This design comes from an exercise in tuning for small area, a short achievable clock period and few clock cycles on the open sky130 flow, not from production work.
In this exercise RTL edits were held to simulation tests only and were not proved equivalent to the original.
Power figures rest on the tool's default switching activity, not on a simulated workload.

==> flow/design.v <==
`timescale 1ns/1ps
module qm_merge_engine (
    input  logic [31:0] f,        
    output logic [31:0] row_nz,   
    input  logic [31:0] row_oh,   
    output logic [31:0] row,      
    input  logic [4:0]  cmask,    
    input  logic [31:0] cval_oh,  
    output logic        ess       
);
    wire t1 = f[0] & f[1];
    wire t2 = f[2] & f[3];
    wire t3 = f[4] & f[5];
    wire t4 = f[6] & f[7];
    wire t5 = f[8] & f[9];
    wire t6 = f[10] & f[11];
    wire t7 = f[12] & f[13];
    wire t8 = f[14] & f[15];
    wire t9 = f[16] & f[17];
    wire t10 = f[18] & f[19];
    wire t11 = f[20] & f[21];
    wire t12 = f[22] & f[23];
    wire t13 = f[24] & f[25];
    wire t14 = f[26] & f[27];
    wire t15 = f[28] & f[29];
    wire t16 = f[30] & f[31];
    wire t17 = f[0] & f[2];
    wire t18 = f[1] & f[3];
    wire t19 = f[4] & f[6];
    wire t20 = f[5] & f[7];
    wire t21 = f[8] & f[10];
    wire t22 = f[9] & f[11];
    wire t23 = f[12] & f[14];
    wire t24 = f[13] & f[15];
    wire t25 = f[16] & f[18];
    wire t26 = f[17] & f[19];
    wire t27 = f[20] & f[22];
    wire t28 = f[21] & f[23];
    wire t29 = f[24] & f[26];
    wire t30 = f[25] & f[27];
    wire t31 = f[28] & f[30];
    wire t32 = f[29] & f[31];
    wire t33 = t17 & t18;
    wire t34 = t19 & t20;
    wire t35 = t21 & t22;
    wire t36 = t23 & t24;
    wire t37 = t25 & t26;
    wire t38 = t27 & t28;
    wire t39 = t29 & t30;
    wire t40 = t31 & t32;
    wire t41 = f[0] & f[4];
    wire t42 = f[1] & f[5];
    wire t43 = f[2] & f[6];
    wire t44 = f[3] & f[7];
    wire t45 = f[8] & f[12];
    wire t46 = f[9] & f[13];
    wire t47 = f[10] & f[14];
    wire t48 = f[11] & f[15];
    wire t49 = f[16] & f[20];
    wire t50 = f[17] & f[21];
    wire t51 = f[18] & f[22];
    wire t52 = f[19] & f[23];
    wire t53 = f[24] & f[28];
    wire t54 = f[25] & f[29];
    wire t55 = f[26] & f[30];
    wire t56 = f[27] & f[31];
    wire t57 = t41 & t42;
    wire t58 = t43 & t44;
    wire t59 = t45 & t46;
    wire t60 = t47 & t48;
    wire t61 = t49 & t50;
    wire t62 = t51 & t52;
    wire t63 = t53 & t54;
    wire t64 = t55 & t56;
    wire t65 = t41 & t43;
    wire t66 = t42 & t44;
    wire t67 = t45 & t47;
    wire t68 = t46 & t48;
    wire t69 = t49 & t51;
    wire t70 = t50 & t52;
    wire t71 = t53 & t55;
    wire t72 = t54 & t56;
    wire t73 = t65 & t66;
    wire t74 = t67 & t68;
    wire t75 = t69 & t70;
    wire t76 = t71 & t72;
    wire t77 = f[0] & f[8];
    wire t78 = f[1] & f[9];
    wire t79 = f[2] & f[10];
    wire t80 = f[3] & f[11];
    wire t81 = f[4] & f[12];
    wire t82 = f[5] & f[13];
    wire t83 = f[6] & f[14];
    wire t84 = f[7] & f[15];
    wire t85 = f[16] & f[24];
    wire t86 = f[17] & f[25];
    wire t87 = f[18] & f[26];
    wire t88 = f[19] & f[27];
    wire t89 = f[20] & f[28];
    wire t90 = f[21] & f[29];
    wire t91 = f[22] & f[30];
    wire t92 = f[23] & f[31];
    wire t93 = t77 & t78;
    wire t94 = t79 & t80;
    wire t95 = t81 & t82;
    wire t96 = t83 & t84;
    wire t97 = t85 & t86;
    wire t98 = t87 & t88;
    wire t99 = t89 & t90;
    wire t100 = t91 & t92;
    wire t101 = t77 & t79;
    wire t102 = t78 & t80;
    wire t103 = t81 & t83;
    wire t104 = t82 & t84;
    wire t105 = t85 & t87;
    wire t106 = t86 & t88;
    wire t107 = t89 & t91;
    wire t108 = t90 & t92;
    wire t109 = t101 & t102;
    wire t110 = t103 & t104;
    wire t111 = t105 & t106;
    wire t112 = t107 & t108;
    wire t113 = t77 & t81;
    wire t114 = t78 & t82;
    wire t115 = t79 & t83;
    wire t116 = t80 & t84;
    wire t117 = t85 & t89;
    wire t118 = t86 & t90;
    wire t119 = t87 & t91;
    wire t120 = t88 & t92;
    wire t121 = t113 & t114;
    wire t122 = t115 & t116;
    wire t123 = t117 & t118;
    wire t124 = t119 & t120;
    wire t125 = t113 & t115;
    wire t126 = t114 & t116;
    wire t127 = t117 & t119;
    wire t128 = t118 & t120;
    wire t129 = t125 & t126;
    wire t130 = t127 & t128;
    wire t131 = f[0] & f[16];
    wire t132 = f[1] & f[17];
    wire t133 = f[2] & f[18];
    wire t134 = f[3] & f[19];
    wire t135 = f[4] & f[20];
    wire t136 = f[5] & f[21];
    wire t137 = f[6] & f[22];
    wire t138 = f[7] & f[23];
    wire t139 = f[8] & f[24];
    wire t140 = f[9] & f[25];
    wire t141 = f[10] & f[26];
    wire t142 = f[11] & f[27];
    wire t143 = f[12] & f[28];
    wire t144 = f[13] & f[29];
    wire t145 = f[14] & f[30];
    wire t146 = f[15] & f[31];
    wire t147 = t131 & t132;
    wire t148 = t133 & t134;
    wire t149 = t135 & t136;
    wire t150 = t137 & t138;
    wire t151 = t139 & t140;
    wire t152 = t141 & t142;
    wire t153 = t143 & t144;
    wire t154 = t145 & t146;
    wire t155 = t131 & t133;
    wire t156 = t132 & t134;
    wire t157 = t135 & t137;
    wire t158 = t136 & t138;
    wire t159 = t139 & t141;
    wire t160 = t140 & t142;
    wire t161 = t143 & t145;
    wire t162 = t144 & t146;
    wire t163 = t155 & t156;
    wire t164 = t157 & t158;
    wire t165 = t159 & t160;
    wire t166 = t161 & t162;
    wire t167 = t131 & t135;
    wire t168 = t132 & t136;
    wire t169 = t133 & t137;
    wire t170 = t134 & t138;
    wire t171 = t139 & t143;
    wire t172 = t140 & t144;
    wire t173 = t141 & t145;
    wire t174 = t142 & t146;
    wire t175 = t167 & t168;
    wire t176 = t169 & t170;
    wire t177 = t171 & t172;
    wire t178 = t173 & t174;
    wire t179 = t167 & t169;
    wire t180 = t168 & t170;
    wire t181 = t171 & t173;
    wire t182 = t172 & t174;
    wire t183 = t179 & t180;
    wire t184 = t181 & t182;
    wire t185 = t131 & t139;
    wire t186 = t132 & t140;
    wire t187 = t133 & t141;
    wire t188 = t134 & t142;
    wire t189 = t135 & t143;
    wire t190 = t136 & t144;
    wire t191 = t137 & t145;
    wire t192 = t138 & t146;
    wire t193 = t185 & t186;
    wire t194 = t187 & t188;
    wire t195 = t189 & t190;
    wire t196 = t191 & t192;
    wire t197 = t185 & t187;
    wire t198 = t186 & t188;
    wire t199 = t189 & t191;
    wire t200 = t190 & t192;
    wire t201 = t197 & t198;
    wire t202 = t199 & t200;
    wire t203 = t185 & t189;
    wire t204 = t186 & t190;
    wire t205 = t187 & t191;
    wire t206 = t188 & t192;
    wire t207 = t203 & t204;
    wire t208 = t205 & t206;
    wire t209 = t203 & t205;
    wire t210 = t204 & t206;
    wire t211 = t209 & t210;
    wire t212 = f[0] & ~(f[1] | f[2] | f[4] | f[8] | f[16]);
    wire t213 = f[1] & ~(f[0] | f[3] | f[5] | f[9] | f[17]);
    wire t214 = f[2] & ~(f[3] | f[0] | f[6] | f[10] | f[18]);
    wire t215 = f[3] & ~(f[2] | f[1] | f[7] | f[11] | f[19]);
    wire t216 = f[4] & ~(f[5] | f[6] | f[0] | f[12] | f[20]);
    wire t217 = f[5] & ~(f[4] | f[7] | f[1] | f[13] | f[21]);
    wire t218 = f[6] & ~(f[7] | f[4] | f[2] | f[14] | f[22]);
    wire t219 = f[7] & ~(f[6] | f[5] | f[3] | f[15] | f[23]);
    wire t220 = f[8] & ~(f[9] | f[10] | f[12] | f[0] | f[24]);
    wire t221 = f[9] & ~(f[8] | f[11] | f[13] | f[1] | f[25]);
    wire t222 = f[10] & ~(f[11] | f[8] | f[14] | f[2] | f[26]);
    wire t223 = f[11] & ~(f[10] | f[9] | f[15] | f[3] | f[27]);
    wire t224 = f[12] & ~(f[13] | f[14] | f[8] | f[4] | f[28]);
    wire t225 = f[13] & ~(f[12] | f[15] | f[9] | f[5] | f[29]);
    wire t226 = f[14] & ~(f[15] | f[12] | f[10] | f[6] | f[30]);
    wire t227 = f[15] & ~(f[14] | f[13] | f[11] | f[7] | f[31]);
    wire t228 = f[16] & ~(f[17] | f[18] | f[20] | f[24] | f[0]);
    wire t229 = f[17] & ~(f[16] | f[19] | f[21] | f[25] | f[1]);
    wire t230 = f[18] & ~(f[19] | f[16] | f[22] | f[26] | f[2]);
    wire t231 = f[19] & ~(f[18] | f[17] | f[23] | f[27] | f[3]);
    wire t232 = f[20] & ~(f[21] | f[22] | f[16] | f[28] | f[4]);
    wire t233 = f[21] & ~(f[20] | f[23] | f[17] | f[29] | f[5]);
    wire t234 = f[22] & ~(f[23] | f[20] | f[18] | f[30] | f[6]);
    wire t235 = f[23] & ~(f[22] | f[21] | f[19] | f[31] | f[7]);
    wire t236 = f[24] & ~(f[25] | f[26] | f[28] | f[16] | f[8]);
    wire t237 = f[25] & ~(f[24] | f[27] | f[29] | f[17] | f[9]);
    wire t238 = f[26] & ~(f[27] | f[24] | f[30] | f[18] | f[10]);
    wire t239 = f[27] & ~(f[26] | f[25] | f[31] | f[19] | f[11]);
    wire t240 = f[28] & ~(f[29] | f[30] | f[24] | f[20] | f[12]);
    wire t241 = f[29] & ~(f[28] | f[31] | f[25] | f[21] | f[13]);
    wire t242 = f[30] & ~(f[31] | f[28] | f[26] | f[22] | f[14]);
    wire t243 = f[31] & ~(f[30] | f[29] | f[27] | f[23] | f[15]);
    wire t244 = t1 & ~(t2 | t3 | t5 | t9);
    wire t245 = t2 & ~(t1 | t4 | t6 | t10);
    wire t246 = t3 & ~(t4 | t1 | t7 | t11);
    wire t247 = t4 & ~(t3 | t2 | t8 | t12);
    wire t248 = t5 & ~(t6 | t7 | t1 | t13);
    wire t249 = t6 & ~(t5 | t8 | t2 | t14);
    wire t250 = t7 & ~(t8 | t5 | t3 | t15);
    wire t251 = t8 & ~(t7 | t6 | t4 | t16);
    wire t252 = t9 & ~(t10 | t11 | t13 | t1);
    wire t253 = t10 & ~(t9 | t12 | t14 | t2);
    wire t254 = t11 & ~(t12 | t9 | t15 | t3);
    wire t255 = t12 & ~(t11 | t10 | t16 | t4);
    wire t256 = t13 & ~(t14 | t15 | t9 | t5);
    wire t257 = t14 & ~(t13 | t16 | t10 | t6);
    wire t258 = t15 & ~(t16 | t13 | t11 | t7);
    wire t259 = t16 & ~(t15 | t14 | t12 | t8);
    wire t260 = t17 & ~(t18 | t19 | t21 | t25);
    wire t261 = t18 & ~(t17 | t20 | t22 | t26);
    wire t262 = t19 & ~(t20 | t17 | t23 | t27);
    wire t263 = t20 & ~(t19 | t18 | t24 | t28);
    wire t264 = t21 & ~(t22 | t23 | t17 | t29);
    wire t265 = t22 & ~(t21 | t24 | t18 | t30);
    wire t266 = t23 & ~(t24 | t21 | t19 | t31);
    wire t267 = t24 & ~(t23 | t22 | t20 | t32);
    wire t268 = t25 & ~(t26 | t27 | t29 | t17);
    wire t269 = t26 & ~(t25 | t28 | t30 | t18);
    wire t270 = t27 & ~(t28 | t25 | t31 | t19);
    wire t271 = t28 & ~(t27 | t26 | t32 | t20);
    wire t272 = t29 & ~(t30 | t31 | t25 | t21);
    wire t273 = t30 & ~(t29 | t32 | t26 | t22);
    wire t274 = t31 & ~(t32 | t29 | t27 | t23);
    wire t275 = t32 & ~(t31 | t30 | t28 | t24);
    wire t276 = t33 & ~(t34 | t35 | t37);
    wire t277 = t34 & ~(t33 | t36 | t38);
    wire t278 = t35 & ~(t36 | t33 | t39);
    wire t279 = t36 & ~(t35 | t34 | t40);
    wire t280 = t37 & ~(t38 | t39 | t33);
    wire t281 = t38 & ~(t37 | t40 | t34);
    wire t282 = t39 & ~(t40 | t37 | t35);
    wire t283 = t40 & ~(t39 | t38 | t36);
    wire t284 = t41 & ~(t42 | t43 | t45 | t49);
    wire t285 = t42 & ~(t41 | t44 | t46 | t50);
    wire t286 = t43 & ~(t44 | t41 | t47 | t51);
    wire t287 = t44 & ~(t43 | t42 | t48 | t52);
    wire t288 = t45 & ~(t46 | t47 | t41 | t53);
    wire t289 = t46 & ~(t45 | t48 | t42 | t54);
    wire t290 = t47 & ~(t48 | t45 | t43 | t55);
    wire t291 = t48 & ~(t47 | t46 | t44 | t56);
    wire t292 = t49 & ~(t50 | t51 | t53 | t41);
    wire t293 = t50 & ~(t49 | t52 | t54 | t42);
    wire t294 = t51 & ~(t52 | t49 | t55 | t43);
    wire t295 = t52 & ~(t51 | t50 | t56 | t44);
    wire t296 = t53 & ~(t54 | t55 | t49 | t45);
    wire t297 = t54 & ~(t53 | t56 | t50 | t46);
    wire t298 = t55 & ~(t56 | t53 | t51 | t47);
    wire t299 = t56 & ~(t55 | t54 | t52 | t48);
    wire t300 = t57 & ~(t58 | t59 | t61);
    wire t301 = t58 & ~(t57 | t60 | t62);
    wire t302 = t59 & ~(t60 | t57 | t63);
    wire t303 = t60 & ~(t59 | t58 | t64);
    wire t304 = t61 & ~(t62 | t63 | t57);
    wire t305 = t62 & ~(t61 | t64 | t58);
    wire t306 = t63 & ~(t64 | t61 | t59);
    wire t307 = t64 & ~(t63 | t62 | t60);
    wire t308 = t65 & ~(t66 | t67 | t69);
    wire t309 = t66 & ~(t65 | t68 | t70);
    wire t310 = t67 & ~(t68 | t65 | t71);
    wire t311 = t68 & ~(t67 | t66 | t72);
    wire t312 = t69 & ~(t70 | t71 | t65);
    wire t313 = t70 & ~(t69 | t72 | t66);
    wire t314 = t71 & ~(t72 | t69 | t67);
    wire t315 = t72 & ~(t71 | t70 | t68);
    wire t316 = t73 & ~(t74 | t75);
    wire t317 = t74 & ~(t73 | t76);
    wire t318 = t75 & ~(t76 | t73);
    wire t319 = t76 & ~(t75 | t74);
    wire t320 = t77 & ~(t78 | t79 | t81 | t85);
    wire t321 = t78 & ~(t77 | t80 | t82 | t86);
    wire t322 = t79 & ~(t80 | t77 | t83 | t87);
    wire t323 = t80 & ~(t79 | t78 | t84 | t88);
    wire t324 = t81 & ~(t82 | t83 | t77 | t89);
    wire t325 = t82 & ~(t81 | t84 | t78 | t90);
    wire t326 = t83 & ~(t84 | t81 | t79 | t91);
    wire t327 = t84 & ~(t83 | t82 | t80 | t92);
    wire t328 = t85 & ~(t86 | t87 | t89 | t77);
    wire t329 = t86 & ~(t85 | t88 | t90 | t78);
    wire t330 = t87 & ~(t88 | t85 | t91 | t79);
    wire t331 = t88 & ~(t87 | t86 | t92 | t80);
    wire t332 = t89 & ~(t90 | t91 | t85 | t81);
    wire t333 = t90 & ~(t89 | t92 | t86 | t82);
    wire t334 = t91 & ~(t92 | t89 | t87 | t83);
    wire t335 = t92 & ~(t91 | t90 | t88 | t84);
    wire t336 = t93 & ~(t94 | t95 | t97);
    wire t337 = t94 & ~(t93 | t96 | t98);
    wire t338 = t95 & ~(t96 | t93 | t99);
    wire t339 = t96 & ~(t95 | t94 | t100);
    wire t340 = t97 & ~(t98 | t99 | t93);
    wire t341 = t98 & ~(t97 | t100 | t94);
    wire t342 = t99 & ~(t100 | t97 | t95);
    wire t343 = t100 & ~(t99 | t98 | t96);
    wire t344 = t101 & ~(t102 | t103 | t105);
    wire t345 = t102 & ~(t101 | t104 | t106);
    wire t346 = t103 & ~(t104 | t101 | t107);
    wire t347 = t104 & ~(t103 | t102 | t108);
    wire t348 = t105 & ~(t106 | t107 | t101);
    wire t349 = t106 & ~(t105 | t108 | t102);
    wire t350 = t107 & ~(t108 | t105 | t103);
    wire t351 = t108 & ~(t107 | t106 | t104);
    wire t352 = t109 & ~(t110 | t111);
    wire t353 = t110 & ~(t109 | t112);
    wire t354 = t111 & ~(t112 | t109);
    wire t355 = t112 & ~(t111 | t110);
    wire t356 = t113 & ~(t114 | t115 | t117);
    wire t357 = t114 & ~(t113 | t116 | t118);
    wire t358 = t115 & ~(t116 | t113 | t119);
    wire t359 = t116 & ~(t115 | t114 | t120);
    wire t360 = t117 & ~(t118 | t119 | t113);
    wire t361 = t118 & ~(t117 | t120 | t114);
    wire t362 = t119 & ~(t120 | t117 | t115);
    wire t363 = t120 & ~(t119 | t118 | t116);
    wire t364 = t121 & ~(t122 | t123);
    wire t365 = t122 & ~(t121 | t124);
    wire t366 = t123 & ~(t124 | t121);
    wire t367 = t124 & ~(t123 | t122);
    wire t368 = t125 & ~(t126 | t127);
    wire t369 = t126 & ~(t125 | t128);
    wire t370 = t127 & ~(t128 | t125);
    wire t371 = t128 & ~(t127 | t126);
    wire t372 = t129 & ~(t130);
    wire t373 = t130 & ~(t129);
    wire t374 = t131 & ~(t132 | t133 | t135 | t139);
    wire t375 = t132 & ~(t131 | t134 | t136 | t140);
    wire t376 = t133 & ~(t134 | t131 | t137 | t141);
    wire t377 = t134 & ~(t133 | t132 | t138 | t142);
    wire t378 = t135 & ~(t136 | t137 | t131 | t143);
    wire t379 = t136 & ~(t135 | t138 | t132 | t144);
    wire t380 = t137 & ~(t138 | t135 | t133 | t145);
    wire t381 = t138 & ~(t137 | t136 | t134 | t146);
    wire t382 = t139 & ~(t140 | t141 | t143 | t131);
    wire t383 = t140 & ~(t139 | t142 | t144 | t132);
    wire t384 = t141 & ~(t142 | t139 | t145 | t133);
    wire t385 = t142 & ~(t141 | t140 | t146 | t134);
    wire t386 = t143 & ~(t144 | t145 | t139 | t135);
    wire t387 = t144 & ~(t143 | t146 | t140 | t136);
    wire t388 = t145 & ~(t146 | t143 | t141 | t137);
    wire t389 = t146 & ~(t145 | t144 | t142 | t138);
    wire t390 = t147 & ~(t148 | t149 | t151);
    wire t391 = t148 & ~(t147 | t150 | t152);
    wire t392 = t149 & ~(t150 | t147 | t153);
    wire t393 = t150 & ~(t149 | t148 | t154);
    wire t394 = t151 & ~(t152 | t153 | t147);
    wire t395 = t152 & ~(t151 | t154 | t148);
    wire t396 = t153 & ~(t154 | t151 | t149);
    wire t397 = t154 & ~(t153 | t152 | t150);
    wire t398 = t155 & ~(t156 | t157 | t159);
    wire t399 = t156 & ~(t155 | t158 | t160);
    wire t400 = t157 & ~(t158 | t155 | t161);
    wire t401 = t158 & ~(t157 | t156 | t162);
    wire t402 = t159 & ~(t160 | t161 | t155);
    wire t403 = t160 & ~(t159 | t162 | t156);
    wire t404 = t161 & ~(t162 | t159 | t157);
    wire t405 = t162 & ~(t161 | t160 | t158);
    wire t406 = t163 & ~(t164 | t165);
    wire t407 = t164 & ~(t163 | t166);
    wire t408 = t165 & ~(t166 | t163);
    wire t409 = t166 & ~(t165 | t164);
    wire t410 = t167 & ~(t168 | t169 | t171);
    wire t411 = t168 & ~(t167 | t170 | t172);
    wire t412 = t169 & ~(t170 | t167 | t173);
    wire t413 = t170 & ~(t169 | t168 | t174);
    wire t414 = t171 & ~(t172 | t173 | t167);
    wire t415 = t172 & ~(t171 | t174 | t168);
    wire t416 = t173 & ~(t174 | t171 | t169);
    wire t417 = t174 & ~(t173 | t172 | t170);
    wire t418 = t175 & ~(t176 | t177);
    wire t419 = t176 & ~(t175 | t178);
    wire t420 = t177 & ~(t178 | t175);
    wire t421 = t178 & ~(t177 | t176);
    wire t422 = t179 & ~(t180 | t181);
    wire t423 = t180 & ~(t179 | t182);
    wire t424 = t181 & ~(t182 | t179);
    wire t425 = t182 & ~(t181 | t180);
    wire t426 = t183 & ~(t184);
    wire t427 = t184 & ~(t183);
    wire t428 = t185 & ~(t186 | t187 | t189);
    wire t429 = t186 & ~(t185 | t188 | t190);
    wire t430 = t187 & ~(t188 | t185 | t191);
    wire t431 = t188 & ~(t187 | t186 | t192);
    wire t432 = t189 & ~(t190 | t191 | t185);
    wire t433 = t190 & ~(t189 | t192 | t186);
    wire t434 = t191 & ~(t192 | t189 | t187);
    wire t435 = t192 & ~(t191 | t190 | t188);
    wire t436 = t193 & ~(t194 | t195);
    wire t437 = t194 & ~(t193 | t196);
    wire t438 = t195 & ~(t196 | t193);
    wire t439 = t196 & ~(t195 | t194);
    wire t440 = t197 & ~(t198 | t199);
    wire t441 = t198 & ~(t197 | t200);
    wire t442 = t199 & ~(t200 | t197);
    wire t443 = t200 & ~(t199 | t198);
    wire t444 = t201 & ~(t202);
    wire t445 = t202 & ~(t201);
    wire t446 = t203 & ~(t204 | t205);
    wire t447 = t204 & ~(t203 | t206);
    wire t448 = t205 & ~(t206 | t203);
    wire t449 = t206 & ~(t205 | t204);
    wire t450 = t207 & ~(t208);
    wire t451 = t208 & ~(t207);
    wire t452 = t209 & ~(t210);
    wire t453 = t210 & ~(t209);
    assign row_nz[0] = t212 | t213 | t214 | t215 | t216 | t217 | t218 | t219 | t220 | t221 | t222 | t223 | t224 | t225 | t226 | t227 | t228 | t229 | t230 | t231 | t232 | t233 | t234 | t235 | t236 | t237 | t238 | t239 | t240 | t241 | t242 | t243;
    assign row_nz[1] = t244 | t245 | t246 | t247 | t248 | t249 | t250 | t251 | t252 | t253 | t254 | t255 | t256 | t257 | t258 | t259;
    assign row_nz[2] = t260 | t261 | t262 | t263 | t264 | t265 | t266 | t267 | t268 | t269 | t270 | t271 | t272 | t273 | t274 | t275;
    assign row_nz[3] = t276 | t277 | t278 | t279 | t280 | t281 | t282 | t283;
    assign row_nz[4] = t284 | t285 | t286 | t287 | t288 | t289 | t290 | t291 | t292 | t293 | t294 | t295 | t296 | t297 | t298 | t299;
    assign row_nz[5] = t300 | t301 | t302 | t303 | t304 | t305 | t306 | t307;
    assign row_nz[6] = t308 | t309 | t310 | t311 | t312 | t313 | t314 | t315;
    assign row_nz[7] = t316 | t317 | t318 | t319;
    assign row_nz[8] = t320 | t321 | t322 | t323 | t324 | t325 | t326 | t327 | t328 | t329 | t330 | t331 | t332 | t333 | t334 | t335;
    assign row_nz[9] = t336 | t337 | t338 | t339 | t340 | t341 | t342 | t343;
    assign row_nz[10] = t344 | t345 | t346 | t347 | t348 | t349 | t350 | t351;
    assign row_nz[11] = t352 | t353 | t354 | t355;
    assign row_nz[12] = t356 | t357 | t358 | t359 | t360 | t361 | t362 | t363;
    assign row_nz[13] = t364 | t365 | t366 | t367;
    assign row_nz[14] = t368 | t369 | t370 | t371;
    assign row_nz[15] = t372 | t373;
    assign row_nz[16] = t374 | t375 | t376 | t377 | t378 | t379 | t380 | t381 | t382 | t383 | t384 | t385 | t386 | t387 | t388 | t389;
    assign row_nz[17] = t390 | t391 | t392 | t393 | t394 | t395 | t396 | t397;
    assign row_nz[18] = t398 | t399 | t400 | t401 | t402 | t403 | t404 | t405;
    assign row_nz[19] = t406 | t407 | t408 | t409;
    assign row_nz[20] = t410 | t411 | t412 | t413 | t414 | t415 | t416 | t417;
    assign row_nz[21] = t418 | t419 | t420 | t421;
    assign row_nz[22] = t422 | t423 | t424 | t425;
    assign row_nz[23] = t426 | t427;
    assign row_nz[24] = t428 | t429 | t430 | t431 | t432 | t433 | t434 | t435;
    assign row_nz[25] = t436 | t437 | t438 | t439;
    assign row_nz[26] = t440 | t441 | t442 | t443;
    assign row_nz[27] = t444 | t445;
    assign row_nz[28] = t446 | t447 | t448 | t449;
    assign row_nz[29] = t450 | t451;
    assign row_nz[30] = t452 | t453;
    assign row_nz[31] = t211;
    assign row[0] = (row_oh[0] & t212) | (row_oh[1] & t244) | (row_oh[2] & t260) | (row_oh[3] & t276) | (row_oh[4] & t284) | (row_oh[5] & t300) | (row_oh[6] & t308) | (row_oh[7] & t316) | (row_oh[8] & t320) | (row_oh[9] & t336) | (row_oh[10] & t344) | (row_oh[11] & t352) | (row_oh[12] & t356) | (row_oh[13] & t364) | (row_oh[14] & t368) | (row_oh[15] & t372) | (row_oh[16] & t374) | (row_oh[17] & t390) | (row_oh[18] & t398) | (row_oh[19] & t406) | (row_oh[20] & t410) | (row_oh[21] & t418) | (row_oh[22] & t422) | (row_oh[23] & t426) | (row_oh[24] & t428) | (row_oh[25] & t436) | (row_oh[26] & t440) | (row_oh[27] & t444) | (row_oh[28] & t446) | (row_oh[29] & t450) | (row_oh[30] & t452) | (row_oh[31] & t211);
    assign row[1] = (row_oh[0] & t213) | (row_oh[2] & t261) | (row_oh[4] & t285) | (row_oh[6] & t309) | (row_oh[8] & t321) | (row_oh[10] & t345) | (row_oh[12] & t357) | (row_oh[14] & t369) | (row_oh[16] & t375) | (row_oh[18] & t399) | (row_oh[20] & t411) | (row_oh[22] & t423) | (row_oh[24] & t429) | (row_oh[26] & t441) | (row_oh[28] & t447) | (row_oh[30] & t453);
    assign row[2] = (row_oh[0] & t214) | (row_oh[1] & t245) | (row_oh[4] & t286) | (row_oh[5] & t301) | (row_oh[8] & t322) | (row_oh[9] & t337) | (row_oh[12] & t358) | (row_oh[13] & t365) | (row_oh[16] & t376) | (row_oh[17] & t391) | (row_oh[20] & t412) | (row_oh[21] & t419) | (row_oh[24] & t430) | (row_oh[25] & t437) | (row_oh[28] & t448) | (row_oh[29] & t451);
    assign row[3] = (row_oh[0] & t215) | (row_oh[4] & t287) | (row_oh[8] & t323) | (row_oh[12] & t359) | (row_oh[16] & t377) | (row_oh[20] & t413) | (row_oh[24] & t431) | (row_oh[28] & t449);
    assign row[4] = (row_oh[0] & t216) | (row_oh[1] & t246) | (row_oh[2] & t262) | (row_oh[3] & t277) | (row_oh[8] & t324) | (row_oh[9] & t338) | (row_oh[10] & t346) | (row_oh[11] & t353) | (row_oh[16] & t378) | (row_oh[17] & t392) | (row_oh[18] & t400) | (row_oh[19] & t407) | (row_oh[24] & t432) | (row_oh[25] & t438) | (row_oh[26] & t442) | (row_oh[27] & t445);
    assign row[5] = (row_oh[0] & t217) | (row_oh[2] & t263) | (row_oh[8] & t325) | (row_oh[10] & t347) | (row_oh[16] & t379) | (row_oh[18] & t401) | (row_oh[24] & t433) | (row_oh[26] & t443);
    assign row[6] = (row_oh[0] & t218) | (row_oh[1] & t247) | (row_oh[8] & t326) | (row_oh[9] & t339) | (row_oh[16] & t380) | (row_oh[17] & t393) | (row_oh[24] & t434) | (row_oh[25] & t439);
    assign row[7] = (row_oh[0] & t219) | (row_oh[8] & t327) | (row_oh[16] & t381) | (row_oh[24] & t435);
    assign row[8] = (row_oh[0] & t220) | (row_oh[1] & t248) | (row_oh[2] & t264) | (row_oh[3] & t278) | (row_oh[4] & t288) | (row_oh[5] & t302) | (row_oh[6] & t310) | (row_oh[7] & t317) | (row_oh[16] & t382) | (row_oh[17] & t394) | (row_oh[18] & t402) | (row_oh[19] & t408) | (row_oh[20] & t414) | (row_oh[21] & t420) | (row_oh[22] & t424) | (row_oh[23] & t427);
    assign row[9] = (row_oh[0] & t221) | (row_oh[2] & t265) | (row_oh[4] & t289) | (row_oh[6] & t311) | (row_oh[16] & t383) | (row_oh[18] & t403) | (row_oh[20] & t415) | (row_oh[22] & t425);
    assign row[10] = (row_oh[0] & t222) | (row_oh[1] & t249) | (row_oh[4] & t290) | (row_oh[5] & t303) | (row_oh[16] & t384) | (row_oh[17] & t395) | (row_oh[20] & t416) | (row_oh[21] & t421);
    assign row[11] = (row_oh[0] & t223) | (row_oh[4] & t291) | (row_oh[16] & t385) | (row_oh[20] & t417);
    assign row[12] = (row_oh[0] & t224) | (row_oh[1] & t250) | (row_oh[2] & t266) | (row_oh[3] & t279) | (row_oh[16] & t386) | (row_oh[17] & t396) | (row_oh[18] & t404) | (row_oh[19] & t409);
    assign row[13] = (row_oh[0] & t225) | (row_oh[2] & t267) | (row_oh[16] & t387) | (row_oh[18] & t405);
    assign row[14] = (row_oh[0] & t226) | (row_oh[1] & t251) | (row_oh[16] & t388) | (row_oh[17] & t397);
    assign row[15] = (row_oh[0] & t227) | (row_oh[16] & t389);
    assign row[16] = (row_oh[0] & t228) | (row_oh[1] & t252) | (row_oh[2] & t268) | (row_oh[3] & t280) | (row_oh[4] & t292) | (row_oh[5] & t304) | (row_oh[6] & t312) | (row_oh[7] & t318) | (row_oh[8] & t328) | (row_oh[9] & t340) | (row_oh[10] & t348) | (row_oh[11] & t354) | (row_oh[12] & t360) | (row_oh[13] & t366) | (row_oh[14] & t370) | (row_oh[15] & t373);
    assign row[17] = (row_oh[0] & t229) | (row_oh[2] & t269) | (row_oh[4] & t293) | (row_oh[6] & t313) | (row_oh[8] & t329) | (row_oh[10] & t349) | (row_oh[12] & t361) | (row_oh[14] & t371);
    assign row[18] = (row_oh[0] & t230) | (row_oh[1] & t253) | (row_oh[4] & t294) | (row_oh[5] & t305) | (row_oh[8] & t330) | (row_oh[9] & t341) | (row_oh[12] & t362) | (row_oh[13] & t367);
    assign row[19] = (row_oh[0] & t231) | (row_oh[4] & t295) | (row_oh[8] & t331) | (row_oh[12] & t363);
    assign row[20] = (row_oh[0] & t232) | (row_oh[1] & t254) | (row_oh[2] & t270) | (row_oh[3] & t281) | (row_oh[8] & t332) | (row_oh[9] & t342) | (row_oh[10] & t350) | (row_oh[11] & t355);
    assign row[21] = (row_oh[0] & t233) | (row_oh[2] & t271) | (row_oh[8] & t333) | (row_oh[10] & t351);
    assign row[22] = (row_oh[0] & t234) | (row_oh[1] & t255) | (row_oh[8] & t334) | (row_oh[9] & t343);
    assign row[23] = (row_oh[0] & t235) | (row_oh[8] & t335);
    assign row[24] = (row_oh[0] & t236) | (row_oh[1] & t256) | (row_oh[2] & t272) | (row_oh[3] & t282) | (row_oh[4] & t296) | (row_oh[5] & t306) | (row_oh[6] & t314) | (row_oh[7] & t319);
    assign row[25] = (row_oh[0] & t237) | (row_oh[2] & t273) | (row_oh[4] & t297) | (row_oh[6] & t315);
    assign row[26] = (row_oh[0] & t238) | (row_oh[1] & t257) | (row_oh[4] & t298) | (row_oh[5] & t307);
    assign row[27] = (row_oh[0] & t239) | (row_oh[4] & t299);
    assign row[28] = (row_oh[0] & t240) | (row_oh[1] & t258) | (row_oh[2] & t274) | (row_oh[3] & t283);
    assign row[29] = (row_oh[0] & t241) | (row_oh[2] & t275);
    assign row[30] = (row_oh[0] & t242) | (row_oh[1] & t259);
    assign row[31] = (row_oh[0] & t243);
    wire z0 = (cmask[0] | ~f[1]) & (cmask[1] | ~f[2]) & (cmask[2] | ~f[4]) & (cmask[3] | ~f[8]) & (cmask[4] | ~f[16]);
    wire z1 = (cmask[0] | ~f[0]) & (cmask[1] | ~f[3]) & (cmask[2] | ~f[5]) & (cmask[3] | ~f[9]) & (cmask[4] | ~f[17]);
    wire z2 = (cmask[0] | ~f[3]) & (cmask[1] | ~f[0]) & (cmask[2] | ~f[6]) & (cmask[3] | ~f[10]) & (cmask[4] | ~f[18]);
    wire z3 = (cmask[0] | ~f[2]) & (cmask[1] | ~f[1]) & (cmask[2] | ~f[7]) & (cmask[3] | ~f[11]) & (cmask[4] | ~f[19]);
    wire z4 = (cmask[0] | ~f[5]) & (cmask[1] | ~f[6]) & (cmask[2] | ~f[0]) & (cmask[3] | ~f[12]) & (cmask[4] | ~f[20]);
    wire z5 = (cmask[0] | ~f[4]) & (cmask[1] | ~f[7]) & (cmask[2] | ~f[1]) & (cmask[3] | ~f[13]) & (cmask[4] | ~f[21]);
    wire z6 = (cmask[0] | ~f[7]) & (cmask[1] | ~f[4]) & (cmask[2] | ~f[2]) & (cmask[3] | ~f[14]) & (cmask[4] | ~f[22]);
    wire z7 = (cmask[0] | ~f[6]) & (cmask[1] | ~f[5]) & (cmask[2] | ~f[3]) & (cmask[3] | ~f[15]) & (cmask[4] | ~f[23]);
    wire z8 = (cmask[0] | ~f[9]) & (cmask[1] | ~f[10]) & (cmask[2] | ~f[12]) & (cmask[3] | ~f[0]) & (cmask[4] | ~f[24]);
    wire z9 = (cmask[0] | ~f[8]) & (cmask[1] | ~f[11]) & (cmask[2] | ~f[13]) & (cmask[3] | ~f[1]) & (cmask[4] | ~f[25]);
    wire z10 = (cmask[0] | ~f[11]) & (cmask[1] | ~f[8]) & (cmask[2] | ~f[14]) & (cmask[3] | ~f[2]) & (cmask[4] | ~f[26]);
    wire z11 = (cmask[0] | ~f[10]) & (cmask[1] | ~f[9]) & (cmask[2] | ~f[15]) & (cmask[3] | ~f[3]) & (cmask[4] | ~f[27]);
    wire z12 = (cmask[0] | ~f[13]) & (cmask[1] | ~f[14]) & (cmask[2] | ~f[8]) & (cmask[3] | ~f[4]) & (cmask[4] | ~f[28]);
    wire z13 = (cmask[0] | ~f[12]) & (cmask[1] | ~f[15]) & (cmask[2] | ~f[9]) & (cmask[3] | ~f[5]) & (cmask[4] | ~f[29]);
    wire z14 = (cmask[0] | ~f[15]) & (cmask[1] | ~f[12]) & (cmask[2] | ~f[10]) & (cmask[3] | ~f[6]) & (cmask[4] | ~f[30]);
    wire z15 = (cmask[0] | ~f[14]) & (cmask[1] | ~f[13]) & (cmask[2] | ~f[11]) & (cmask[3] | ~f[7]) & (cmask[4] | ~f[31]);
    wire z16 = (cmask[0] | ~f[17]) & (cmask[1] | ~f[18]) & (cmask[2] | ~f[20]) & (cmask[3] | ~f[24]) & (cmask[4] | ~f[0]);
    wire z17 = (cmask[0] | ~f[16]) & (cmask[1] | ~f[19]) & (cmask[2] | ~f[21]) & (cmask[3] | ~f[25]) & (cmask[4] | ~f[1]);
    wire z18 = (cmask[0] | ~f[19]) & (cmask[1] | ~f[16]) & (cmask[2] | ~f[22]) & (cmask[3] | ~f[26]) & (cmask[4] | ~f[2]);
    wire z19 = (cmask[0] | ~f[18]) & (cmask[1] | ~f[17]) & (cmask[2] | ~f[23]) & (cmask[3] | ~f[27]) & (cmask[4] | ~f[3]);
    wire z20 = (cmask[0] | ~f[21]) & (cmask[1] | ~f[22]) & (cmask[2] | ~f[16]) & (cmask[3] | ~f[28]) & (cmask[4] | ~f[4]);
    wire z21 = (cmask[0] | ~f[20]) & (cmask[1] | ~f[23]) & (cmask[2] | ~f[17]) & (cmask[3] | ~f[29]) & (cmask[4] | ~f[5]);
    wire z22 = (cmask[0] | ~f[23]) & (cmask[1] | ~f[20]) & (cmask[2] | ~f[18]) & (cmask[3] | ~f[30]) & (cmask[4] | ~f[6]);
    wire z23 = (cmask[0] | ~f[22]) & (cmask[1] | ~f[21]) & (cmask[2] | ~f[19]) & (cmask[3] | ~f[31]) & (cmask[4] | ~f[7]);
    wire z24 = (cmask[0] | ~f[25]) & (cmask[1] | ~f[26]) & (cmask[2] | ~f[28]) & (cmask[3] | ~f[16]) & (cmask[4] | ~f[8]);
    wire z25 = (cmask[0] | ~f[24]) & (cmask[1] | ~f[27]) & (cmask[2] | ~f[29]) & (cmask[3] | ~f[17]) & (cmask[4] | ~f[9]);
    wire z26 = (cmask[0] | ~f[27]) & (cmask[1] | ~f[24]) & (cmask[2] | ~f[30]) & (cmask[3] | ~f[18]) & (cmask[4] | ~f[10]);
    wire z27 = (cmask[0] | ~f[26]) & (cmask[1] | ~f[25]) & (cmask[2] | ~f[31]) & (cmask[3] | ~f[19]) & (cmask[4] | ~f[11]);
    wire z28 = (cmask[0] | ~f[29]) & (cmask[1] | ~f[30]) & (cmask[2] | ~f[24]) & (cmask[3] | ~f[20]) & (cmask[4] | ~f[12]);
    wire z29 = (cmask[0] | ~f[28]) & (cmask[1] | ~f[31]) & (cmask[2] | ~f[25]) & (cmask[3] | ~f[21]) & (cmask[4] | ~f[13]);
    wire z30 = (cmask[0] | ~f[31]) & (cmask[1] | ~f[28]) & (cmask[2] | ~f[26]) & (cmask[3] | ~f[22]) & (cmask[4] | ~f[14]);
    wire z31 = (cmask[0] | ~f[30]) & (cmask[1] | ~f[29]) & (cmask[2] | ~f[27]) & (cmask[3] | ~f[23]) & (cmask[4] | ~f[15]);
    wire t454 = z0 | (cmask[0] & z1);
    wire t455 = z2 | (cmask[0] & z3);
    wire t456 = z4 | (cmask[0] & z5);
    wire t457 = z6 | (cmask[0] & z7);
    wire t458 = z8 | (cmask[0] & z9);
    wire t459 = z10 | (cmask[0] & z11);
    wire t460 = z12 | (cmask[0] & z13);
    wire t461 = z14 | (cmask[0] & z15);
    wire t462 = z16 | (cmask[0] & z17);
    wire t463 = z18 | (cmask[0] & z19);
    wire t464 = z20 | (cmask[0] & z21);
    wire t465 = z22 | (cmask[0] & z23);
    wire t466 = z24 | (cmask[0] & z25);
    wire t467 = z26 | (cmask[0] & z27);
    wire t468 = z28 | (cmask[0] & z29);
    wire t469 = z30 | (cmask[0] & z31);
    wire t470 = t454 | (cmask[1] & t455);
    wire t471 = z1 | (cmask[1] & z3);
    wire t472 = t456 | (cmask[1] & t457);
    wire t473 = z5 | (cmask[1] & z7);
    wire t474 = t458 | (cmask[1] & t459);
    wire t475 = z9 | (cmask[1] & z11);
    wire t476 = t460 | (cmask[1] & t461);
    wire t477 = z13 | (cmask[1] & z15);
    wire t478 = t462 | (cmask[1] & t463);
    wire t479 = z17 | (cmask[1] & z19);
    wire t480 = t464 | (cmask[1] & t465);
    wire t481 = z21 | (cmask[1] & z23);
    wire t482 = t466 | (cmask[1] & t467);
    wire t483 = z25 | (cmask[1] & z27);
    wire t484 = t468 | (cmask[1] & t469);
    wire t485 = z29 | (cmask[1] & z31);
    wire t486 = t470 | (cmask[2] & t472);
    wire t487 = t471 | (cmask[2] & t473);
    wire t488 = t455 | (cmask[2] & t457);
    wire t489 = z3 | (cmask[2] & z7);
    wire t490 = t474 | (cmask[2] & t476);
    wire t491 = t475 | (cmask[2] & t477);
    wire t492 = t459 | (cmask[2] & t461);
    wire t493 = z11 | (cmask[2] & z15);
    wire t494 = t478 | (cmask[2] & t480);
    wire t495 = t479 | (cmask[2] & t481);
    wire t496 = t463 | (cmask[2] & t465);
    wire t497 = z19 | (cmask[2] & z23);
    wire t498 = t482 | (cmask[2] & t484);
    wire t499 = t483 | (cmask[2] & t485);
    wire t500 = t467 | (cmask[2] & t469);
    wire t501 = z27 | (cmask[2] & z31);
    wire t502 = t486 | (cmask[3] & t490);
    wire t503 = t487 | (cmask[3] & t491);
    wire t504 = t488 | (cmask[3] & t492);
    wire t505 = t489 | (cmask[3] & t493);
    wire t506 = t472 | (cmask[3] & t476);
    wire t507 = t473 | (cmask[3] & t477);
    wire t508 = t457 | (cmask[3] & t461);
    wire t509 = z7 | (cmask[3] & z15);
    wire t510 = t494 | (cmask[3] & t498);
    wire t511 = t495 | (cmask[3] & t499);
    wire t512 = t496 | (cmask[3] & t500);
    wire t513 = t497 | (cmask[3] & t501);
    wire t514 = t480 | (cmask[3] & t484);
    wire t515 = t481 | (cmask[3] & t485);
    wire t516 = t465 | (cmask[3] & t469);
    wire t517 = z23 | (cmask[3] & z31);
    wire t518 = t502 | (cmask[4] & t510);
    wire t519 = t503 | (cmask[4] & t511);
    wire t520 = t504 | (cmask[4] & t512);
    wire t521 = t505 | (cmask[4] & t513);
    wire t522 = t506 | (cmask[4] & t514);
    wire t523 = t507 | (cmask[4] & t515);
    wire t524 = t508 | (cmask[4] & t516);
    wire t525 = t509 | (cmask[4] & t517);
    wire t526 = t490 | (cmask[4] & t498);
    wire t527 = t491 | (cmask[4] & t499);
    wire t528 = t492 | (cmask[4] & t500);
    wire t529 = t493 | (cmask[4] & t501);
    wire t530 = t476 | (cmask[4] & t484);
    wire t531 = t477 | (cmask[4] & t485);
    wire t532 = t461 | (cmask[4] & t469);
    wire t533 = z15 | (cmask[4] & z31);
    assign ess = (cval_oh[0] & t518) | (cval_oh[1] & t519) | (cval_oh[2] & t520) | (cval_oh[3] & t521) | (cval_oh[4] & t522) | (cval_oh[5] & t523) | (cval_oh[6] & t524) | (cval_oh[7] & t525) | (cval_oh[8] & t526) | (cval_oh[9] & t527) | (cval_oh[10] & t528) | (cval_oh[11] & t529) | (cval_oh[12] & t530) | (cval_oh[13] & t531) | (cval_oh[14] & t532) | (cval_oh[15] & t533) | (cval_oh[16] & t510) | (cval_oh[17] & t511) | (cval_oh[18] & t512) | (cval_oh[19] & t513) | (cval_oh[20] & t514) | (cval_oh[21] & t515) | (cval_oh[22] & t516) | (cval_oh[23] & t517) | (cval_oh[24] & t498) | (cval_oh[25] & t499) | (cval_oh[26] & t500) | (cval_oh[27] & t501) | (cval_oh[28] & t484) | (cval_oh[29] & t485) | (cval_oh[30] & t469) | (cval_oh[31] & z31);
endmodule
`timescale 1ns/1ps
module qm_top (
    input  logic        clk,
    input  logic        rst_n,
    input  logic        psel,
    input  logic        penable,
    input  logic        pwrite,
    input  logic [11:0] paddr,
    input  logic [31:0] pwdata,
    output logic [31:0] prdata,
    output logic        pready,
    output logic        pslverr
);
    function automatic logic [31:0] lowest(input logic [31:0] x);
        logic [31:0] p;
        p = x;
        for (int s = 0; s < 5; s++) begin
            for (int i = 0; i < 32; i++) begin
                if ((i >> s) & 1) p[i] = p[i] | p[((i >> s) << s) - 1];
            end
        end
        lowest = x & ~{p[30:0], 1'b0};
    endfunction
    function automatic logic [4:0] enc(input logic [31:0] oh);
        enc = '0;
        for (int i = 0; i < 32; i++) begin
            if (oh[i]) enc = enc | 5'(i);
        end
    endfunction
    logic setup, access;
    logic a_onset, a_ctrl, a_status, a_result, mapped;
    logic [4:0] k;
    assign setup    = psel & ~penable;
    assign access   = psel & penable;
    assign a_onset  = (paddr == 12'h000);
    assign a_ctrl   = (paddr == 12'h004);
    assign a_status = (paddr == 12'h008);
    assign a_result = (paddr[11:7] == 5'b00010) && (paddr[1:0] == 2'b00);
    assign mapped   = a_onset | a_ctrl | a_status | a_result;
    assign k        = paddr[6:2];
    logic [31:0] onset, spec, run_onset;
    logic        busy, busy_q, pend, done;
    logic        chg;
    logic [1:0]  stab;
    logic        prep_ok;
    assign spec = (psel && pwrite && a_onset) ? pwdata : onset;
    assign chg  = ~busy & ((setup & pwrite & a_onset) | busy_q);
    always_ff @(posedge clk) begin
        if (!rst_n) begin
            onset <= '0;
        end else if (access && pwrite && a_onset) begin
            onset <= pwdata;
        end
        if (!busy) begin
            run_onset <= spec;
        end
    end
    logic [31:0] row_nz_c;            
    logic [31:0] rowbits;             
    logic [4:0]  mcur;                
    logic [31:0] rr;                  
    logic [31:0] src_oh, row_c;
    logic [31:0] v_oh, rest;
    logic [4:0]  v;
    logic        ess;
    logic        prepping, go_q;
    logic        start_now, step, first, ins, last, any;
    logic [5:0]  prime_cnt, ess_cnt, pc_inc, ec_inc;
    logic [3:0]  age_lo;              
    logic [7:0]  age_hi;              
    qm_merge_engine i_engine (
        .f      (run_onset),
        .row_nz (row_nz_c),
        .row_oh (src_oh),
        .row    (row_c),
        .cmask  (mcur),
        .cval_oh(v_oh),
        .ess    (ess)
    );
    assign prepping = (~busy | pend) & ~prep_ok;
    assign src_oh = lowest(rr);
    assign v_oh = lowest(rowbits);
    assign v    = enc(v_oh);
    assign rest = rowbits & ~v_oh;
    assign any  = |rowbits;
    assign last = (rest == '0) && (rr == '0);
    always_ff @(posedge clk) begin
        go_q <= rst_n & setup & pwrite & a_ctrl & pwdata[0];
    end
    assign start_now = go_q & ~busy;
    assign step      = (start_now & prep_ok) | (busy & ~pend) | (pend & prep_ok);
    assign first     = step & ~(busy & ~pend);
    assign ins       = step & any;
    assign pc_inc = prime_cnt + 6'd1;
    assign ec_inc = ess_cnt + 6'd1;
    always_ff @(posedge clk) begin
        if (step) begin
            if (rest == '0) begin
                rowbits <= row_c;
                mcur    <= enc(src_oh);
                rr      <= rr & ~src_oh;
            end else begin
                rowbits <= rest;
            end
        end else if (prepping) begin
            if (stab == 2'd0) begin
                rr      <= row_nz_c;
            end else begin
                rowbits <= row_c;
                mcur    <= enc(src_oh);
                rr      <= rr & ~src_oh;
            end
        end
        if (first & ins) begin
            age_lo <= 4'b0001;
            age_hi <= 8'b0000_0001;
        end else begin
            age_lo <= {age_lo[2:0], age_lo[3]};
            if (age_lo[3]) age_hi <= {age_hi[6:0], age_hi[7]};
        end
    end
    always_ff @(posedge clk) begin
        if (!rst_n) begin
            busy      <= 1'b0;
            busy_q    <= 1'b0;
            pend      <= 1'b0;
            done      <= 1'b0;
            stab      <= 2'd0;
            prime_cnt <= '0;
            ess_cnt   <= '0;
        end else begin
            busy_q <= busy;
            if ((!busy || pend) && !chg && !step) begin
                stab <= (stab == 2'd2) ? 2'd2 : stab + 2'd1;
            end else begin
                stab <= 2'd0;
            end
            if (start_now) begin
                busy <= 1'b1;
                done <= 1'b0;
                pend <= ~prep_ok;
            end
            if (step) begin
                prime_cnt <= first ? {5'd0, ins} : pc_inc;
                if (first)           ess_cnt <= {5'd0, ins & ess};
                else if (ins && ess) ess_cnt <= ec_inc;
                pend      <= 1'b0;
                if (!any || last) begin
                    busy <= 1'b0;
                    done <= 1'b1;
                end else begin
                    busy <= 1'b1;
                    done <= 1'b0;
                end
            end
        end
    end
    assign prep_ok = (stab == 2'd2);
    logic [10:0] ring [32];
    always_ff @(posedge clk) begin
        ring[0] <= ins ? {ess, mcur, v} : ring[31];
        for (int j = 1; j < 32; j++) begin
            ring[j] <= ring[j-1];
        end
    end
    logic        rd_onset, rd_status, err_q;
    logic [10:0] rd_q;
    logic [10:0] rword;
    logic [3:0]  k_lo_oh, lo_oh;
    logic [7:0]  k_hi_oh, hi0_oh, hi_oh;
    logic        lo_borrow;
    logic [10:0] grp [8];
    always_comb begin
        for (int i = 0; i < 4; i++) k_lo_oh[i] = (k[1:0] == 2'(i));
        for (int i = 0; i < 8; i++) k_hi_oh[i] = (k[4:2] == 3'(i));
        lo_borrow = 1'b0;
        for (int a = 0; a < 4; a++) lo_borrow = lo_borrow | (age_lo[a] & (k[1:0] > 2'(a)));
        for (int l = 0; l < 4; l++) begin
            lo_oh[l] = 1'b0;
            for (int a = 0; a < 4; a++) lo_oh[l] = lo_oh[l] | (age_lo[a] & k_lo_oh[(a - l + 4) % 4]);
        end
        for (int h = 0; h < 8; h++) begin
            hi0_oh[h] = 1'b0;
            for (int a = 0; a < 8; a++) hi0_oh[h] = hi0_oh[h] | (age_hi[a] & k_hi_oh[(a - h + 8) % 8]);
        end
        for (int h = 0; h < 8; h++) hi_oh[h] = lo_borrow ? hi0_oh[(h + 1) % 8] : hi0_oh[h];
        for (int h = 0; h < 8; h++) begin
            grp[h] = '0;
            for (int l = 0; l < 4; l++) grp[h] = grp[h] | (lo_oh[l] ? ring[4*h + l] : 11'd0);
        end
        rword = '0;
        for (int h = 0; h < 8; h++) rword = rword | (hi_oh[h] ? grp[h] : 11'd0);
    end
    always_ff @(posedge clk) begin
        rd_q      <= (~pwrite & a_result & ({1'b0, k} < prime_cnt)) ? rword : 11'd0;
        rd_onset  <= ~pwrite & a_onset;
        rd_status <= ~pwrite & a_status;
        err_q     <= ~mapped | (pwrite & (a_status | a_result));
    end
    always_comb begin
        prdata = {15'd0, rd_q[10], 3'd0, rd_q[9:5], 3'd0, rd_q[4:0]};
        if (rd_onset)  prdata = prdata | onset;
        if (rd_status) prdata = prdata | {10'd0, ess_cnt, 2'd0, prime_cnt, 6'd0, done, busy};
    end
    assign pready  = 1'b1;
    assign pslverr = err_q;
endmodule
==> flow/flow/run.sh <==
#!/bin/bash
# Standard ORFS flow, with timing repair aiming past the clock target and
# plain buffers on the ports.
set -euo pipefail
export CTS_ARGS='-sink_clustering_enable -repair_clock_nets -dont_use_dummy_load'
bash standard.sh SETUP_SLACK_MARGIN=8 'BUFFER_PORTS_ARGS=-buffer_cell sky130_fd_sc_hd__buf_2' finish > standard.log 2>&1
==> flow/standard.sh <==
#!/bin/bash
# synth_recipe.tcl (not shown) runs the flow's synth.tcl, then flattens the netlist and writes it again
# the make line also repeats each setting of config.mk as NAME=value (left out here)
make -C /OpenROAD-flow-scripts/flow DESIGN_CONFIG=/design/flow/config.mk WORK_HOME=/design/flow/orfs CLKGATE_MAP_FILE= SYNTH_SCRIPT=/design/flow/synth_recipe.tcl "${@:-finish}"
==> flow/config.mk <==
export PLATFORM = sky130hd
export DESIGN_NAME = qm_top
export DESIGN_NICKNAME = qm_top
export VERILOG_FILES = /design/flow/design.v
export SDC_FILE = /design/flow/constraint.sdc
export NUM_CORES = 8
export LEC_CHECK = 0
export ABC_AREA = 1
export CAP_MARGIN = 30
export CORE_MARGIN = 2
export CORE_UTILIZATION = 45
export SLEW_MARGIN = 20
==> flow/constraint.sdc <==
create_clock -name core_clock -period 12.0 [get_ports {clk}]
set_input_delay 2.4000 -clock core_clock [delete_from_list [all_inputs] [get_ports {clk}]]
set_output_delay 2.4000 -clock core_clock [all_outputs]
set_load 0.01 [all_outputs]
==> flow_summary.toml, run 1 <==
[outcome]
result_of_the_run = "no timing/DRC/antenna violations"

[global_routing]
grt_overflow = 0
grt_antenna_before_repair = 2
maximum_number_of_pins_on_one_net_before_global_route_repair = 74
number_of_global_route_vias_before_repair = 24902
grt_util_all_layers = 0.3280
grt_pass1_wl_um = 150900

[timing]
final_critical_period_ns = 3.944
setup_slack_ns = 8.056
finalClockSkew_ns = 0.08691
relSlewSlack = 0.2874
report.final.setup_viol = 0
timing_worst_slew_pin_value_ns = 1.059
rsz0062_at_grt = "true"
timing_hold_violations_final = 0
share_of_the_cycle_needed_by_the_critical_path_after_routing = 0.3286
fin_tns_setup_ns = 0
max_clock_freq_ghz = 0.2536
timing_max_transition_violations_final = 0

[floorplanning]
die_area_sq_um = 60480
fp.coreArea_sq_um = 57810
floorplan.initialDensity = 0.4556
fp.dieH_um = 245.9
placementRows = 88
die_width_um = 245.9
num_io_pins = 83

[power]
internal_power_mw = 2.926
power.share.clock = 0.328
power.share.switching = 0.3131
report.power.total_mw = 4.260
comb_power_share = 0.206
power.density_cell_area_nw_per_um2 = 144.1
ir_drop_mv = 0.1234
p_sw_mw = 1.334
power.share.sequential = 0.467
p_leak_nw = 12.36

[logic_synthesis]
synthDominantAreaCellType = "sky130_fd_sc_hd__dfxtp_1"
synth_edf_count = 101
postSynth.asyncResetShare = 0
synth.most_common_cell = "sky130_fd_sc_hd__nand2_1"
netlist_area_sq_um = 26340
synth.net_count = 3735
synth_top_flop_cell = "sky130_fd_sc_hd__dfxtp_1"
count_of_yosys_warnings_during_synthesis = 3
commonest_cells_in_the_netlist = "sky130_fd_sc_hd__nand2_1 (936), sky130_fd_sc_hd__inv_1 (439), sky130_fd_sc_hd__dfxtp_1 (429), sky130_fd_sc_hd__nor2_1 (390), sky130_fd_sc_hd__o21ai_0 (185)"
synth-seq-area-share = 0.4413
synth_cell_type_count = 69
synth_cells = 3667
synth.top_cells.by_area = "sky130_fd_sc_hd__dfxtp_1 (33%), sky130_fd_sc_hd__nand2_1 (13%), sky130_fd_sc_hd__edfxtp_1 (12%), sky130_fd_sc_hd__inv_1 (6.3%), sky130_fd_sc_hd__nor2_1 (5.6%)"
seq_cells_post_synth = 530
post_synth.cell_area_avg_sq_um = 7.182
synth.top_cell.area_share = 0.3261

[worst_hold_path]
hold_class = "reg -> reg"
timing.hold.worst_endpoint = "ring[23][7]$_DFF_P_"
hold_depth = 0
hold_start = "ring[22][7]$_DFF_P_"

[worst_setup_path]
worstReg2RegEnd = "rowbits[16]$_DFFE_PP_"
critical_path.slowest_cell = "sky130_fd_sc_hd__dfxtp_1"
crit_type = "reg -> out"
critical_path.cell_chain = "inv_2 -> o21ai_0 -> buf_2"
timing.rr.start = "run_onset[23]$_DFFE_PN_"
required_ns = 9.60
worst-endpoint-arrival_ns = 1.54
critical_path.max_fanout = 11
critPathCaptureType = "output port"
crit_path_max_incr_delay_ns = 0.45
r2r_slack_ns = 8.13
sort_of_element_at_the_start_of_the_critical_path = "flip-flop"
ff2ff_path_depth = 13

[routing]
vias_per_cell = 5.881
postRouteAntennaNets = 0
route.detailed.drc = 0
firstDrtPassIters = 9
num_vias = 26496
count_of_routing_violations_after_the_opening_detailed_route_iteration = 2848
routedWlPerCell_um = 22.84
final_wirelength_um = 102900

[place]
io_buffers = 81
gp_congestion = 1.057
dpl_cell_area_sq_um = 27490
dpl.hpwl_um = 71740
detailedPlace.worstSlack_ns = 6.618

[cells_and_area]
final_net_count = 3808
fraction_of_layout_cells_with_a_size_suffix_above_1 = 0.08561
fillers = 5853
layout.core_utilization = 0.5115
multiInputGateArea_sq_um = 12720
ff_latch_area_sq_um = 11630
syn2layout_area_growth_pct = 12.27
layout.cell_area.non_filler_sq_um = 29570

[clocking]
cts_hold_buffers = 0
clock_buffer_count_from_cts = 53
ctsHtreeMaxLevel = 2
clk_path_buf_depth = 3
clock-root-buffer = "sky130_fd_sc_hd__clkbuf_16"
clkTransAtPathRegs_ns = 0.06
clk_latency_ns = 0.63
clock_sink_count = 530
tritoncts = "done"

[flow_run]
cap_violations = 0
worst max-delay path by stage:
stage,from,end,slack (ns)
after floorplan,paddr[7],run_onset[0]$_DFFE_PN_,7.98
after global placement,paddr[7],onset[25]$_SDFFE_PN0P_,6.66
after detailed placement,paddr[7],onset[11]$_SDFFE_PN0P_,6.62
after CTS,paddr[5],rd_q[10]$_SDFF_PN0_,8.00
after global routing,paddr[7],onset[20]$_SDFFE_PN0P_,7.95
final,rd_status$_DFF_P_,prdata[11],8.06
stage by stage:
stage	hold WS, ns	instances
finish	0.2948	4505
global route	0.2983	4503
CTS	0.2944	4475
detailed placement	0.3350	4409
global placement	0.3325	4408
floorplan	0.3308	3667
repair_timing:
action                     CTS  global route
resized for setup           41            44
setup buffers               11            20
pin swaps                    4            16
setup endpoints to repair  100            84
cloned                       2             7
registers in the layout, indices dropped and copies added, names as in the netlist, 2 cells and up:
signal / flops
age_hi: 8
age_lo: 4
ess_cnt: 6
mcur: 5
onset: 32
prime_cnt: 6
rd_q: 11
ring: 352
rowbits: 32
rr: 32
run_onset: 32
stab: 2
critical path, delay by kind of cell, from the launching register on:
| kind | cells | cell delay, ns |
|---|---|---|
| buf+inv | 2 | 0.32 |
| compound gates | 1 | 0.23 |
| flops | 1 | 0.45 |
per-layer routing:
layer,share of wire,track usage
met3,0.079,0.05369
met1,0.40,0.4094
met2,0.46,0.5336
met4,0.066,0.1945
met5,0.00012,0
layout by cell type (no fill, tap or decap), types with 45 or more instances in the layout:
cell,n
sky130_fd_sc_hd__nand2_1,929
sky130_fd_sc_hd__inv_1,430
sky130_fd_sc_hd__dfxtp_1,427
sky130_fd_sc_hd__nor2_1,386
sky130_fd_sc_hd__o21ai_0,161
sky130_fd_sc_hd__nor3_1,158
sky130_fd_sc_hd__nand3_1,146
sky130_fd_sc_hd__a21oi_1,125
sky130_fd_sc_hd__edfxtp_1,101
sky130_fd_sc_hd__nand4_1,99
sky130_fd_sc_hd__buf_2,80
sky130_fd_sc_hd__a22oi_1,79
sky130_fd_sc_hd__nor4_1,60
sky130_fd_sc_hd__buf_4,58
sky130_fd_sc_hd__clkbuf_16,56
sky130_fd_sc_hd__o22ai_1,54
sky130_fd_sc_hd__a31oi_1,49
sky130_fd_sc_hd__o21ai_1,45
cell families (layout without fill, tap and decap cells):
family,after synthesis,after routing,share of synthesized area
AO/OA/AOI/OAI,655,655,0.1547
XOR/XNOR,5,5,0.001663
adder cells (fa/ha/maj),19,19,0.009027
buffers and inverters,602,670,0.08818
flip-flops,530,530,0.4413
other,1,3,0.0001424
AND/OR/NAND/NOR,1855,1858,0.3050
power groups by stage:
stage / Sequential (mW) / Combinational (mW) / Clock [mW]
after floorplan: 2.01 / 0.508 / 0
after global placement: 2.04 / 0.770 / 0
after detailed placement: 2.03 / 0.767 / 0
after CTS: 1.99 / 0.819 / 1.42
after global routing: 2.00 / 0.938 / 1.49
final: 1.99 / 0.875 / 1.40
cell type report:
class	instances	share of cell area
diodes	2	0.0001693
clock buffers	53	0.04486
inverters	458	0.05946
multi-input cells	2538	0.4303
flip-flops and latches	530	0.3932
well taps	765	0.03237
repair buffers	156	0.03910
repair inverters	3	0.0005078
Testbench counts, summed over its fixed seeds: cycles 7,828.
==> run 2, diff against run 1 <==
==> flow/flow/run.sh (replaced) <==
#!/bin/bash
# Standard ORFS flow, with timing repair aiming past the clock target and
# plain buffers on the ports, and a clock tree without dummy loads.
set -euo pipefail
export CTS_ARGS='-sink_clustering_enable -repair_clock_nets -dont_use_dummy_load'
bash standard.sh SETUP_SLACK_MARGIN=8 'BUFFER_PORTS_ARGS=-buffer_cell sky130_fd_sc_hd__buf_2' finish > standard.log 2>&1
==> flow_summary.toml, run 2 <==
[routing]
num_vias = 26496
postRouteAntennaNets = 0
count_of_routing_violations_after_the_opening_detailed_route_iteration = 2848
routedWlPerCell_um = 22.84
firstDrtPassIters = 9
vias_per_cell = 5.881
route.detailed.drc = 0
final_wirelength_um = 102900

[timing]
relSlewSlack = 0.2874
max_clock_freq_ghz = 0.2536
timing_worst_slew_pin_value_ns = 1.059
timing_hold_violations_final = 0
rsz0062_at_grt = "true"
final_critical_period_ns = 3.944
share_of_the_cycle_needed_by_the_critical_path_after_routing = 0.3286
fin_hold_ws_ns = 0.2948
report.final.setup_viol = 0
timing_max_transition_violations_final = 0
fin_tns_setup_ns = 0
finalClockSkew_ns = 0.08691

[worst_setup_path]
crit_type = "reg -> out"
worst-endpoint-arrival_ns = 1.54
required_ns = 9.60
r2r_slack_ns = 8.13
timing.rr.start = "run_onset[23]$_DFFE_PN_"
worstReg2RegEnd = "rowbits[16]$_DFFE_PP_"
critPathCaptureType = "output port"
crit_path_max_incr_delay_ns = 0.45
critical_path.slowest_cell = "sky130_fd_sc_hd__dfxtp_1"
sort_of_element_at_the_start_of_the_critical_path = "flip-flop"
critical_path.max_fanout = 11
critical_path.cell_chain = "inv_2 -> o21ai_0 -> buf_2"
ff2ff_path_depth = 13
cp_num_buf_inv = 2
crit_family = "flip-flops"

[cells_and_area]
largest_register = "ring"
fillers = 5853
largest_register_ff_count = 352
most_frequent_standard_cell_in_the_layout_excluding_fill_and_tap_cells = "sky130_fd_sc_hd__nand2_1"
fraction_of_layout_cells_with_a_size_suffix_above_1 = 0.08561
syn2layout_area_growth_pct = 12.27
mostFrequentLayoutCells = "sky130_fd_sc_hd__nand2_1 (929), sky130_fd_sc_hd__inv_1 (430), sky130_fd_sc_hd__dfxtp_1 (427), sky130_fd_sc_hd__nor2_1 (386), sky130_fd_sc_hd__o21ai_0 (161)"
final_net_count = 3808
final_cell_count_no_fill = 4505
layout.cell_area.non_filler_sq_um = 29570

[logic_synthesis]
synth_top_flop_cell = "sky130_fd_sc_hd__dfxtp_1"
seq_cells_post_synth = 530
post_synth.cell_area_avg_sq_um = 7.182
synth_cells = 3667
postSynth.asyncResetShare = 0
synth.net_count = 3735
synthDominantAreaCellType = "sky130_fd_sc_hd__dfxtp_1"
synth_edf_count = 101
synth_cell_type_count = 69
synth.most_common_cell = "sky130_fd_sc_hd__nand2_1"
synth.top_cells.by_area = "sky130_fd_sc_hd__dfxtp_1 (33%), sky130_fd_sc_hd__nand2_1 (13%), sky130_fd_sc_hd__edfxtp_1 (12%), sky130_fd_sc_hd__inv_1 (6.3%), sky130_fd_sc_hd__nor2_1 (5.6%)"
netlist_area_sq_um = 26340
synth-seq-area-share = 0.4413
synth.top_cell.area_share = 0.3261
commonest_cells_in_the_netlist = "sky130_fd_sc_hd__nand2_1 (936), sky130_fd_sc_hd__inv_1 (439), sky130_fd_sc_hd__dfxtp_1 (429), sky130_fd_sc_hd__nor2_1 (390), sky130_fd_sc_hd__o21ai_0 (185)"
count_of_yosys_warnings_during_synthesis = 3

[power]
ir_drop_mv = 0.1234
p_leak_nw = 12.36
power.density_cell_area_nw_per_um2 = 144.1

[floorplanning]
num_io_pins = 83
floorplan.initialDensity = 0.4556
fp.dieH_um = 245.9
die_width_um = 245.9
placementRows = 88
fp.coreArea_sq_um = 57810
die_area_sq_um = 60480

[global_routing]
grt_antenna_before_repair = 2
number_of_global_route_vias_before_repair = 24902
grt_overflow = 0
grt_util_all_layers = 0.3280
maximum_number_of_pins_on_one_net_before_global_route_repair = 74
grt_pass1_wl_um = 150900

[clocking]
clk_path_buf_depth = 3
clock_sink_count = 530
clock-root-buffer = "sky130_fd_sc_hd__clkbuf_16"
ctsHtreeMaxLevel = 2
clock_buffer_count_from_cts = 53
clkTransAtPathRegs_ns = 0.06
cts_hold_buffers = 0
tritoncts = "done"
clk_latency_ns = 0.63

[place]
dpl_cell_area_sq_um = 27490
io_buffers = 81
placed_cells = 4409
dpl.hpwl_um = 71740
gp_congestion = 1.057

[outcome]
result_of_the_run = "no timing/DRC/antenna violations"

[worst_hold_path]
hold_start = "ring[22][7]$_DFF_P_"
timing.hold.worst_endpoint = "ring[23][7]$_DFF_P_"
hold_depth = 0
hold_class = "reg -> reg"

[flow_run]
cap_violations = 0
## run 2: cell families (layout without fill, tap and decap cells)
logic type | after synthesis | in the layout | share of synthesized area
flops | 530 | 530 | 0.4413
fa+ha+maj | 19 | 19 | 0.009027
xor+xnor | 5 | 5 | 0.001663
simple gates | 1855 | 1858 | 0.3050
buf+inv | 602 | 670 | 0.08818
compound gates | 655 | 655 | 0.1547
other cells | 1 | 3 | 0.0001424
## run 2: area by class of cell
class	count	area, sq um	share of cell area
tap	765	957.2	0.03237
clock buffer	53	1326	0.04486
timing repair buffer	156	1156	0.03910
antenna	2	5.005	0.0001693
inverter	458	1758	0.05946
timing repair inverter	3	15.01	0.0005078
multi-input combinational	2538	12720	0.4303
sequential	530	11630	0.3932
## run 2: stage by stage
step / util / power, mW / setup WS [ns]
after floorplan: - / 2.513 / 7.979
after global placement: 0.4755 / 2.805 / 6.656
after detailed placement: 0.4755 / 2.801 / 6.618
after CTS: 0.5035 / 4.231 / 8.004
after global routing: 0.5114 / 4.425 / 7.954
final: 0.5115 / 4.260 / 8.056
## run 2: how the worst max path moves through the flow
stage	start	slack, ns	to	depth (start not counted)
CTS	paddr[5]	8.00	rd_q[10]$_SDFF_PN0_	15
detailed placement	paddr[7]	6.62	onset[11]$_SDFFE_PN0P_	11
global route	paddr[7]	7.95	onset[20]$_SDFFE_PN0P_	11
finish	rd_status$_DFF_P_	8.06	prdata[11]	3
global placement	paddr[7]	6.66	onset[25]$_SDFFE_PN0P_	11
floorplan	paddr[7]	7.98	run_onset[0]$_DFFE_PN_	9
## run 2: metal layers
layer	part of all wire	vias up	GRT usage	wire, um
met4	0.066	2	0.1945	6747
met3	0.079	361	0.05369	8178
met2	0.46	1327	0.5336	47050
met1	0.40	12308	0.4094	40890
met5	0.00012	-	0	12
li1	-	12498	-	-
## run 2: timing repair
item                       in CTS  in global routing
setup endpoints to repair     100                 84
buffers inserted               11                 20
gates resized for setup        41                 44
cloned                          2                  7
pin swaps                       4                 16
## run 2: power by group
group / internal, mW / switching (mW)
logic: 0.244 / 0.632
registers: 1.91 / 0.0742
clock network: 0.769 / 0.628

==> static timing again, ports no longer ideal <==
The flow's constraints put no driver on any port. The routed layouts listed below were extracted and timed again, unchanged, in two steps.
Step 1 (the two cells are an assumption about what drives the block):
set clk [get_ports {clk}]
set_driving_cell -lib_cell sky130_fd_sc_hd__clkbuf_16 $clk
set_driving_cell -lib_cell sky130_fd_sc_hd__buf_2 [delete_from_list [all_inputs] $clk]
Step 2 times the ports against the registers' clock, not the clock port: input delays grow and output delays shrink by t, the midpoint of the rising clock arrivals with the driver on.
Slacks: no drivers / after step 1 / after step 2; pairs: no drivers / after step 1.
| run | t (ns) | slack for setup (ns) | worst hold slack (ns) | slew at the worst register clock pin (ns) |
|---|---|---|---|---|
| run 1 | 0.644 | 8.056 / 7.995 / 7.504 | 0.295 / 0.295 / 0.295 | 0.07 / 0.07 |
| run 2 | 0.644 | 8.056 / 7.995 / 7.504 | 0.295 / 0.295 / 0.295 | 0.07 / 0.07 |
After both steps setup and hold are still met in every run listed.
